This is an optimization exercise on Yosys and OpenROAD, whose aim is small area and a short achievable clock period, not a production implementation.
Where RTL was checked, it was by simulation tests only, not by an equivalence proof against the original.

==> 10-06 <==
==> flow/design.v (excerpt) <==
module fpu_top
(
   input  logic        Clk_CI,
   input  logic        Rst_RBI,
   input  logic        enable,
   input  logic [31:0] operand_a,
   input  logic [31:0] operand_b,
   input  logic [1:0]  op,
   output logic [31:0] result,
   output logic        valid,
   output logic        of,
   output logic        uf,
   output logic        zero,
   output logic        ix,
   output logic        iv,
   output logic        inf
);
export LEC_CHECK = 0
export CAP_MARGIN = 20
export CORE_MARGIN = 2
export CORE_UTILIZATION = 50
export SLEW_MARGIN = 20
export SYNTH_HIERARCHICAL = 1
create_clock -name core_clock -period 18.0 [get_ports {Clk_CI}]
standard.sh (not shown) runs the stock make flow with config.mk's settings and CLKGATE_MAP_FILE= SYNTH_SCRIPT=/design/flow/synth_recipe.tcl, a recipe that flattens the netlist after the stock synthesis.
==> flow/flow/run.sh <==
#!/bin/bash
# The standard layout (standard.sh) with two changes in how it is made:
#  - ports are buffered with buf_2 rather than the default port buffer;
#  - timing repair aims past the clock period: repair_timing's setup margin is
#    raised so that the resizer also works on paths that already meet it.
# The constraints (constraint.sdc, the clock period) are not changed.
set -o pipefail
export BUFFER_PORTS_ARGS="-buffer_cell sky130_fd_sc_hd__buf_2"
export SETUP_SLACK_MARGIN=11
bash standard.sh > standard.log 2>&1
==> 03-01 (differences from 10-06) <==
--- a/flow/design.v
+++ b/flow/design.v
@@ -34,11 +34,10 @@
    input  logic [22:0] mant_big,     
    input  logic [23:0] mant_small,   
    input  logic [4:0]  shamt,        
    input  logic        sub,          
    input  logic        near,         
-   output logic        swapped,      
    input  logic [7:0]  exp_big,      
    output logic [25:0] t,            
    output logic        stk,          
    output logic [7:0]  e0,           
    output logic        g255,         
@@ -68,18 +67,11 @@
    assign stk_far = fshift ? sum[0] : (sum[1] | sum[0]);
    logic [24:0] diff;
    logic [4:0]  lz;
    logic [24:0] norm;
    logic [7:0]  e_near;
-   logic [24:0] nb, ns;
-   logic [25:0] dab, dba;
-   assign nb  = {1'b1, mant_big, 1'b0};
-   assign ns  = shamt[0] ? {1'b0, mant_small} : {mant_small, 1'b0};
-   assign dab = {1'b0, nb} - {1'b0, ns};
-   assign dba = {1'b0, ns} - {1'b0, nb};
-   assign swapped = near & dab[25];
-   assign diff = dab[25] ? dba[24:0] : dab[24:0];
+   assign diff = {1'b1, mant_big, 1'b0} - (shamt[0] ? {1'b0, mant_small} : {mant_small, 1'b0});
    logic [31:0] lzin;
    logic [15:0] v1;
    logic [15:0] c1;
    logic [7:0]  v2;
    logic [1:0]  c2 [8];
@@ -153,17 +145,11 @@
 endmodule
 module fpu_fa (input logic a, input logic b, input logic c, output logic s, output logic co);
    assign s  = a ^ b ^ c;
    assign co = (a & b) | (a & c) | (b & c);
 endmodule
-module fpu_mult_path
-(
-   input  logic [22:0] a,
-   input  logic [22:0] b,
-   output logic [47:0] p,         
-   output logic        ones_mid   
-);
+module fpu_mult_path (input logic [22:0] a, input logic [22:0] b, output logic [47:0] p);
    logic pp1, pp2, pp3, pp4, pp5, pp6, pp7, pp8, pp9, pp10, pp11, pp12, pp13, pp14, pp15, pp16;
    logic pp17, pp18, pp19, pp20, pp21, pp22, pp23, pp24, pp25, pp26, pp27, pp28, pp29, pp30, pp31, pp32;
    logic pp33, pp34, pp35, pp36, pp37, pp38, pp39, pp40, pp41, pp42, pp43, pp44, pp45, pp46, pp47, pp48;
    logic pp49, pp50, pp51, pp52, pp53, pp54, pp55, pp56, pp57, pp58, pp59, pp60, pp61, pp62, pp63, pp64;
    logic pp65, pp66, pp67, pp68, pp69, pp70, pp71, pp72, pp73, pp74, pp75, pp76, pp77, pp78, pp79, pp80;
@@ -2003,14 +1989,10 @@
    logic n626_g, n626_p;
    assign n626_g = n593_g | (n593_p & n418_g);
    logic [47:0] cy;
    assign cy = {n626_g, n624_g, n622_g, n620_g, n618_g, n616_g, n614_g, n612_g, n610_g, n608_g, n606_g, n604_g, n602_g, n600_g, n598_g, n596_g, n546_g, n544_g, n542_g, n540_g, n538_g, n536_g, n534_g, n532_g, n530_g, n528_g, n526_g, n524_g, n522_g, n520_g, n518_g, n516_g, n418_g, n416_g, n414_g, n412_g, n410_g, n408_g, n406_g, n404_g, n282_g, n280_g, n278_g, n276_g, n142_g, n140_g, n0_g, g0c};
    assign p = ~(p0 ^ {cy[46:0], 1'b1});
-   logic [47:0] tr, gr;
-   assign tr = xn ^ yn;
-   assign gr = ~(xn | yn);
-   assign ones_mid = p[24] & (&(tr[45:25] ^ gr[44:24]));
 endmodule
 module fpu_top
 (
    input  logic        Clk_CI,
    input  logic        Rst_RBI,
@@ -2033,11 +2015,11 @@
    localparam logic [1:0] SP_NAN  = 2'd3;
    logic        sa, sb, is_mul, is_sub, sbe;
    logic [7:0]  ea, eb;
    logic [22:0] fa, fb;
    logic        za, zb, maxa, maxb, nana, nanb, infa, infb;
-   logic        a_big, eq_mag, ssm_d;
+   logic        a_big, eq_mag;
    logic [8:0]  dab, dba;
    logic [7:0]  dexp;
    logic [4:0]  shamt_d;
    logic [1:0]  sp_d;
    logic        sign_d;
@@ -2059,16 +2041,15 @@
    assign maxb = &eb;
    assign nana = maxa & (|fa);
    assign nanb = maxb & (|fb);
    assign infa = maxa & ~(|fa);
    assign infb = maxb & ~(|fb);
+   assign a_big  = {ea, fa} >= {eb, fb};
    assign eq_mag = {ea, fa} == {eb, fb};
    assign dab    = {1'b0, ea} - {1'b0, eb};
    assign dba    = {1'b0, eb} - {1'b0, ea};
-   assign a_big  = ~dab[8];
    assign dexp   = dab[8] ? dba[7:0] : dab[7:0];
-   assign ssm_d  = a_big ? sbe : sa;
    assign shamt_d = (|dexp[7:5]) ? 5'd31 : dexp[4:0];
    always_comb
    begin
       sp_d   = SP_NONE;
       sign_d = is_mul ? (sa ^ sb) : (a_big ? sa : sbe);
@@ -2090,11 +2071,11 @@
    assign exp_d = is_mul ? ({2'b00, ea} + {2'b00, eb} - 10'd127) : {2'b00, (a_big ? ea : eb)};
    assign mb_d  = a_big ? fa : fb;
    assign ms_d  = a_big ? (zb ? 23'd0 : fb) : (za ? 23'd0 : fa);
    assign hs_d  = a_big ? ~zb : ~za;
    logic        v1;
-   logic        mul1, sub1, near1, sign1, ssm1, hs1;
+   logic        mul1, sub1, near1, sign1, hs1;
    logic [1:0]  sp1;
    logic [9:0]  exp1;
    logic [4:0]  shamt1;
    logic [22:0] mb1, ms1;
    always_ff @(posedge Clk_CI, negedge Rst_RBI)
@@ -2108,11 +2089,10 @@
    begin
       mul1   <= is_mul;
       sub1   <= sa ^ sbe;
       near1  <= (sa ^ sbe) & (dexp[7:1] == 7'd0);
       sign1  <= sign_d;
-      ssm1   <= ssm_d;
       sp1    <= sp_d;
       exp1   <= exp_d;
       shamt1 <= shamt_d;
       mb1    <= mb_d;
       ms1    <= ms_d;
@@ -2120,29 +2100,25 @@
    end
    logic [47:0] prod;
    logic [25:0] add_t;
    logic        add_stk;
    logic [25:0] t_d;
-   logic        prod_ones;
    fpu_mult_path mult_path0
    (
-      .a        (mb1),
-      .b        (ms1),
-      .p        (prod),
-      .ones_mid (prod_ones)
+      .a (mb1),
+      .b (ms1),
+      .p (prod)
    );
    logic [7:0]  add_e0;
-   logic        add_swapped;
    logic        add_g255, add_g254, add_g253, add_l0, add_lm1, add_lm2;
    fpu_add_path add_path0
    (
       .mant_big   (mb1),
       .mant_small ({hs1, ms1}),
       .shamt      (shamt1),
       .sub        (sub1),
       .near       (near1),
-      .swapped    (add_swapped),
       .exp_big    (exp1[7:0]),
       .t          (add_t),
       .stk        (add_stk),
       .e0         (add_e0),
       .g255       (add_g255),
@@ -2151,23 +2127,22 @@
       .l0         (add_l0),
       .lm1        (add_lm1),
       .lm2        (add_lm2)
    );
    assign t_d = mul1 ? prod[47:22] : add_t;
-   function automatic logic [3:0] round_info(input logic [25:0] t, input logic stk,
-                                             input logic ones_mid);
+   function automatic logic [3:0] round_info(input logic [25:0] t, input logic stk);
       logic hi, rnd, inx, ones;
       hi   = t[25];
       rnd  = hi ? (t[1] & (stk | t[0] | t[2])) : (t[0] & (stk | t[1]));
       inx  = stk | t[0] | (hi & t[1]);
-      ones = ones_mid & (hi ? t[24] : t[1]);
+      ones = (&t[23:2]) & (hi ? t[24] : t[1]);
       round_info = {hi, rnd, inx, rnd & ones};
    endfunction
    logic [3:0]  ri_mul, ri_add;
    logic        hi, rnd_d, inx_d, c_d;
-   assign ri_mul = round_info(prod[47:22], |prod[21:0], prod_ones);
-   assign ri_add = round_info(add_t, add_stk, &add_t[23:2]);
+   assign ri_mul = round_info(prod[47:22], |prod[21:0]);
+   assign ri_add = round_info(add_t, add_stk);
    assign {hi, rnd_d, inx_d, c_d} = mul1 ? ri_mul : ri_add;
    logic [7:0]  ex_d;
    logic        g255_d, g254_d, g253_d, l0_d, lm1_d, lm2_d;
    assign ex_d   = mul1 ? exp1[7:0] : add_e0;
    assign g255_d = mul1 ? ($signed(exp1) >= $signed(10'd255)) : add_g255;
@@ -2189,11 +2164,11 @@
       else
          v2 <= v1;
    end
    always_ff @(posedge Clk_CI)
    begin
-      sign2 <= (~mul1 & (sp1 == SP_NONE) & add_swapped) ? ssm1 : sign1;
+      sign2 <= sign1;
       sp2   <= sp1;
       ex2   <= ex_d;
       hi2   <= hi;
       t2    <= t_d[24:1];
       rl2   <= rnd_d & ~hi;
==> 05-22 (differences from 10-06) <==
--- a/flow/design.v
+++ b/flow/design.v
@@ -34,11 +34,10 @@
    input  logic [22:0] mant_big,     
    input  logic [23:0] mant_small,   
    input  logic [4:0]  shamt,        
    input  logic        sub,          
    input  logic        near,         
-   output logic        swapped,      
    input  logic [7:0]  exp_big,      
    output logic [25:0] t,            
    output logic        stk,          
    output logic [7:0]  e0,           
    output logic        g255,         
@@ -68,18 +67,11 @@
    assign stk_far = fshift ? sum[0] : (sum[1] | sum[0]);
    logic [24:0] diff;
    logic [4:0]  lz;
    logic [24:0] norm;
    logic [7:0]  e_near;
-   logic [24:0] nb, ns;
-   logic [25:0] dab, dba;
-   assign nb  = {1'b1, mant_big, 1'b0};
-   assign ns  = shamt[0] ? {1'b0, mant_small} : {mant_small, 1'b0};
-   assign dab = {1'b0, nb} - {1'b0, ns};
-   assign dba = {1'b0, ns} - {1'b0, nb};
-   assign swapped = near & dab[25];
-   assign diff = dab[25] ? dba[24:0] : dab[24:0];
+   assign diff = {1'b1, mant_big, 1'b0} - (shamt[0] ? {1'b0, mant_small} : {mant_small, 1'b0});
    logic [31:0] lzin;
    logic [15:0] v1;
    logic [15:0] c1;
    logic [7:0]  v2;
    logic [1:0]  c2 [8];
@@ -153,17 +145,11 @@
 endmodule
 module fpu_fa (input logic a, input logic b, input logic c, output logic s, output logic co);
    assign s  = a ^ b ^ c;
    assign co = (a & b) | (a & c) | (b & c);
 endmodule
-module fpu_mult_path
-(
-   input  logic [22:0] a,
-   input  logic [22:0] b,
-   output logic [47:0] p,         
-   output logic        ones_mid   
-);
+module fpu_mult_path (input logic [22:0] a, input logic [22:0] b, output logic [47:0] p);
    logic pp1, pp2, pp3, pp4, pp5, pp6, pp7, pp8, pp9, pp10, pp11, pp12, pp13, pp14, pp15, pp16;
    logic pp17, pp18, pp19, pp20, pp21, pp22, pp23, pp24, pp25, pp26, pp27, pp28, pp29, pp30, pp31, pp32;
    logic pp33, pp34, pp35, pp36, pp37, pp38, pp39, pp40, pp41, pp42, pp43, pp44, pp45, pp46, pp47, pp48;
    logic pp49, pp50, pp51, pp52, pp53, pp54, pp55, pp56, pp57, pp58, pp59, pp60, pp61, pp62, pp63, pp64;
    logic pp65, pp66, pp67, pp68, pp69, pp70, pp71, pp72, pp73, pp74, pp75, pp76, pp77, pp78, pp79, pp80;
@@ -2003,14 +1989,10 @@
    logic n626_g, n626_p;
    assign n626_g = n593_g | (n593_p & n418_g);
    logic [47:0] cy;
    assign cy = {n626_g, n624_g, n622_g, n620_g, n618_g, n616_g, n614_g, n612_g, n610_g, n608_g, n606_g, n604_g, n602_g, n600_g, n598_g, n596_g, n546_g, n544_g, n542_g, n540_g, n538_g, n536_g, n534_g, n532_g, n530_g, n528_g, n526_g, n524_g, n522_g, n520_g, n518_g, n516_g, n418_g, n416_g, n414_g, n412_g, n410_g, n408_g, n406_g, n404_g, n282_g, n280_g, n278_g, n276_g, n142_g, n140_g, n0_g, g0c};
    assign p = ~(p0 ^ {cy[46:0], 1'b1});
-   logic [47:0] tr, gr;
-   assign tr = xn ^ yn;
-   assign gr = ~(xn | yn);
-   assign ones_mid = p[24] & (&(tr[45:25] ^ gr[44:24]));
 endmodule
 module fpu_top
 (
    input  logic        Clk_CI,
    input  logic        Rst_RBI,
@@ -2033,11 +2015,11 @@
    localparam logic [1:0] SP_NAN  = 2'd3;
    logic        sa, sb, is_mul, is_sub, sbe;
    logic [7:0]  ea, eb;
    logic [22:0] fa, fb;
    logic        za, zb, maxa, maxb, nana, nanb, infa, infb;
-   logic        a_big, eq_mag, ssm_d;
+   logic        a_big, eq_mag;
    logic [8:0]  dab, dba;
    logic [7:0]  dexp;
    logic [4:0]  shamt_d;
    logic [1:0]  sp_d;
    logic        sign_d;
@@ -2059,16 +2041,15 @@
    assign maxb = &eb;
    assign nana = maxa & (|fa);
    assign nanb = maxb & (|fb);
    assign infa = maxa & ~(|fa);
    assign infb = maxb & ~(|fb);
+   assign a_big  = {ea, fa} >= {eb, fb};
    assign eq_mag = {ea, fa} == {eb, fb};
    assign dab    = {1'b0, ea} - {1'b0, eb};
    assign dba    = {1'b0, eb} - {1'b0, ea};
-   assign a_big  = ~dab[8];
    assign dexp   = dab[8] ? dba[7:0] : dab[7:0];
-   assign ssm_d  = a_big ? sbe : sa;
    assign shamt_d = (|dexp[7:5]) ? 5'd31 : dexp[4:0];
    always_comb
    begin
       sp_d   = SP_NONE;
       sign_d = is_mul ? (sa ^ sb) : (a_big ? sa : sbe);
@@ -2090,11 +2071,11 @@
    assign exp_d = is_mul ? ({2'b00, ea} + {2'b00, eb} - 10'd127) : {2'b00, (a_big ? ea : eb)};
    assign mb_d  = a_big ? fa : fb;
    assign ms_d  = a_big ? (zb ? 23'd0 : fb) : (za ? 23'd0 : fa);
    assign hs_d  = a_big ? ~zb : ~za;
    logic        v1;
-   logic        mul1, sub1, near1, sign1, ssm1, hs1;
+   logic        mul1, sub1, near1, sign1, hs1;
    logic [1:0]  sp1;
    logic [9:0]  exp1;
    logic [4:0]  shamt1;
    logic [22:0] mb1, ms1;
    always_ff @(posedge Clk_CI, negedge Rst_RBI)
@@ -2108,41 +2089,38 @@
    begin
       mul1   <= is_mul;
       sub1   <= sa ^ sbe;
       near1  <= (sa ^ sbe) & (dexp[7:1] == 7'd0);
       sign1  <= sign_d;
-      ssm1   <= ssm_d;
       sp1    <= sp_d;
       exp1   <= exp_d;
       shamt1 <= shamt_d;
       mb1    <= mb_d;
       ms1    <= ms_d;
       hs1    <= hs_d;
    end
    logic [47:0] prod;
    logic [25:0] add_t;
    logic        add_stk;
+   logic [9:0]  add_exp;
    logic [25:0] t_d;
-   logic        prod_ones;
+   logic        stk_d;
    fpu_mult_path mult_path0
    (
-      .a        (mb1),
-      .b        (ms1),
-      .p        (prod),
-      .ones_mid (prod_ones)
+      .a (mb1),
+      .b (ms1),
+      .p (prod)
    );
    logic [7:0]  add_e0;
-   logic        add_swapped;
    logic        add_g255, add_g254, add_g253, add_l0, add_lm1, add_lm2;
    fpu_add_path add_path0
    (
       .mant_big   (mb1),
       .mant_small ({hs1, ms1}),
       .shamt      (shamt1),
       .sub        (sub1),
       .near       (near1),
-      .swapped    (add_swapped),
       .exp_big    (exp1[7:0]),
       .t          (add_t),
       .stk        (add_stk),
       .e0         (add_e0),
       .g255       (add_g255),
@@ -2150,24 +2128,24 @@
       .g253       (add_g253),
       .l0         (add_l0),
       .lm1        (add_lm1),
       .lm2        (add_lm2)
    );
-   assign t_d = mul1 ? prod[47:22] : add_t;
-   function automatic logic [3:0] round_info(input logic [25:0] t, input logic stk,
-                                             input logic ones_mid);
+   assign t_d   = mul1 ? prod[47:22] : add_t;
+   assign stk_d = mul1 ? (|prod[21:0]) : add_stk;
+   function automatic logic [3:0] round_info(input logic [25:0] t, input logic stk);
       logic hi, rnd, inx, ones;
       hi   = t[25];
       rnd  = hi ? (t[1] & (stk | t[0] | t[2])) : (t[0] & (stk | t[1]));
       inx  = stk | t[0] | (hi & t[1]);
-      ones = ones_mid & (hi ? t[24] : t[1]);
+      ones = (&t[23:2]) & (hi ? t[24] : t[1]);
       round_info = {hi, rnd, inx, rnd & ones};
    endfunction
    logic [3:0]  ri_mul, ri_add;
    logic        hi, rnd_d, inx_d, c_d;
-   assign ri_mul = round_info(prod[47:22], |prod[21:0], prod_ones);
-   assign ri_add = round_info(add_t, add_stk, &add_t[23:2]);
+   assign ri_mul = round_info(prod[47:22], |prod[21:0]);
+   assign ri_add = round_info(add_t, add_stk);
    assign {hi, rnd_d, inx_d, c_d} = mul1 ? ri_mul : ri_add;
    logic [7:0]  ex_d;
    logic        g255_d, g254_d, g253_d, l0_d, lm1_d, lm2_d;
    assign ex_d   = mul1 ? exp1[7:0] : add_e0;
    assign g255_d = mul1 ? ($signed(exp1) >= $signed(10'd255)) : add_g255;
@@ -2189,11 +2167,11 @@
       else
          v2 <= v1;
    end
    always_ff @(posedge Clk_CI)
    begin
-      sign2 <= (~mul1 & (sp1 == SP_NONE) & add_swapped) ? ssm1 : sign1;
+      sign2 <= sign1;
       sp2   <= sp1;
       ex2   <= ex_d;
       hi2   <= hi;
       t2    <= t_d[24:1];
       rl2   <= rnd_d & ~hi;
==> flow_metrics.py <==
metrics = {
    "grt": {
        "grt_use_met3_pct": 12.76,
        "gr-usage-met1_pct": 52.90,
        "grt_pass1_wl_um": 177700,
    },
    "cells_and_area": {
        "nNonClkInverters": 205,
        "seq_cells": 116,
        "buffers_excl_clock": 258,
    },
    "synth": {
        "synth.net_count": 4396,
        "yosysUniqueCellTypes": 117,
        "yosysSeqAreaShare_pct": 7.658,
    },
    "floorplanning": {
        "die_x_um": 250.8,
    },
    "status": {
        "status": "complete, no violations",
    },
    "placement": {
        "post-dp-hpwl_um": 90720,
    },
    "worst_setup_path": {
        "crit_buf_inv": 3,
    },
    "detailed_routing": {
        "via_count": 29320,
    },
}
That was 05-22.
==> flow_metrics.py <==
metrics = {
    "status": {
        "status": "complete, no violations",
    },
    "cells_and_area": {
        "buffers_excl_clock": 258,
        "nNonClkInverters": 205,
    },
    "synth": {
        "yosysSeqAreaShare_pct": 7.658,
        "synth.net_count": 4396,
        "yosysUniqueCellTypes": 117,
    },
    "timing": {
        "whs_ps": 347.3,
    },
    "grt": {
        "gr-usage-met1_pct": 52.90,
        "grt_pass1_wl_um": 177700,
        "grt_use_met3_pct": 12.76,
    },
    "floorplanning": {
        "die_x_um": 250.8,
    },
    "detailed_routing": {
        "via_count": 29320,
    },
    "placement": {
        "post-dp-hpwl_um": 90720,
    },
}
That was 03-01.
==> flow_metrics.py <==
metrics = {
    "grt": {
        "grt_pass1_wl_um": 176000,
        "gr-usage-met1_pct": 49.27,
        "grt_use_met3_pct": 9.282,
    },
    "worst_setup_path": {
        "cp.required_ps": 18390,
        "crit_buf_inv": 4,
        "crit_path_start": "mb1[13]",
    },
    "synth": {
        "yosysSeqAreaShare_pct": 7.389,
        "yosysUniqueCellTypes": 114,
    },
    "floorplanning": {
        "die_x_um": 256.3,
    },
    "cells_and_area": {
        "seq_cells": 117,
        "nNonClkInverters": 282,
    },
    "placement": {
        "post-dp-hpwl_um": 86700,
    },
    "detailed_routing": {
        "wire_per_inst_um": 25.10,
    },
    "status": {
        "status": "complete, no violations",
    },
}
That was 10-06.
No functional check of the RTL was part of 10-06 and 05-22.

[what the ideal ports hide]
The flow's constraints put no driver on any port. The routed layouts listed below were extracted and timed again, unchanged, in two steps. Step 1 assumes that a clkbuf_16 drives the clock port and a buf_2 every other input. Step 2 also shifts input and output timing later by t, the mid clock arrival at the registers, as if the neighbouring blocks saw the same clock. Slacks: no drivers / after step 1 / after step 2; pairs: no drivers / after step 1.
run	t, ns	slack for setup (ns)	hold WS [ns]	worst setup path at the end
10-06	0.506	11.153 / 11.153 / 10.915	0.346 / 0.346 / 0.346	input to register
03-01	0.542	11.087 / 11.087 / 10.987	0.347 / 0.347 / 0.347	input to register
05-22	0.542	11.087 / 11.087 / 10.987	0.347 / 0.347 / 0.347	input to register
After both steps every run listed still meets setup and hold. The setup slack of 10-06, which loses most, moves by 0.000 ns with the drivers and by -0.238 ns with both steps.
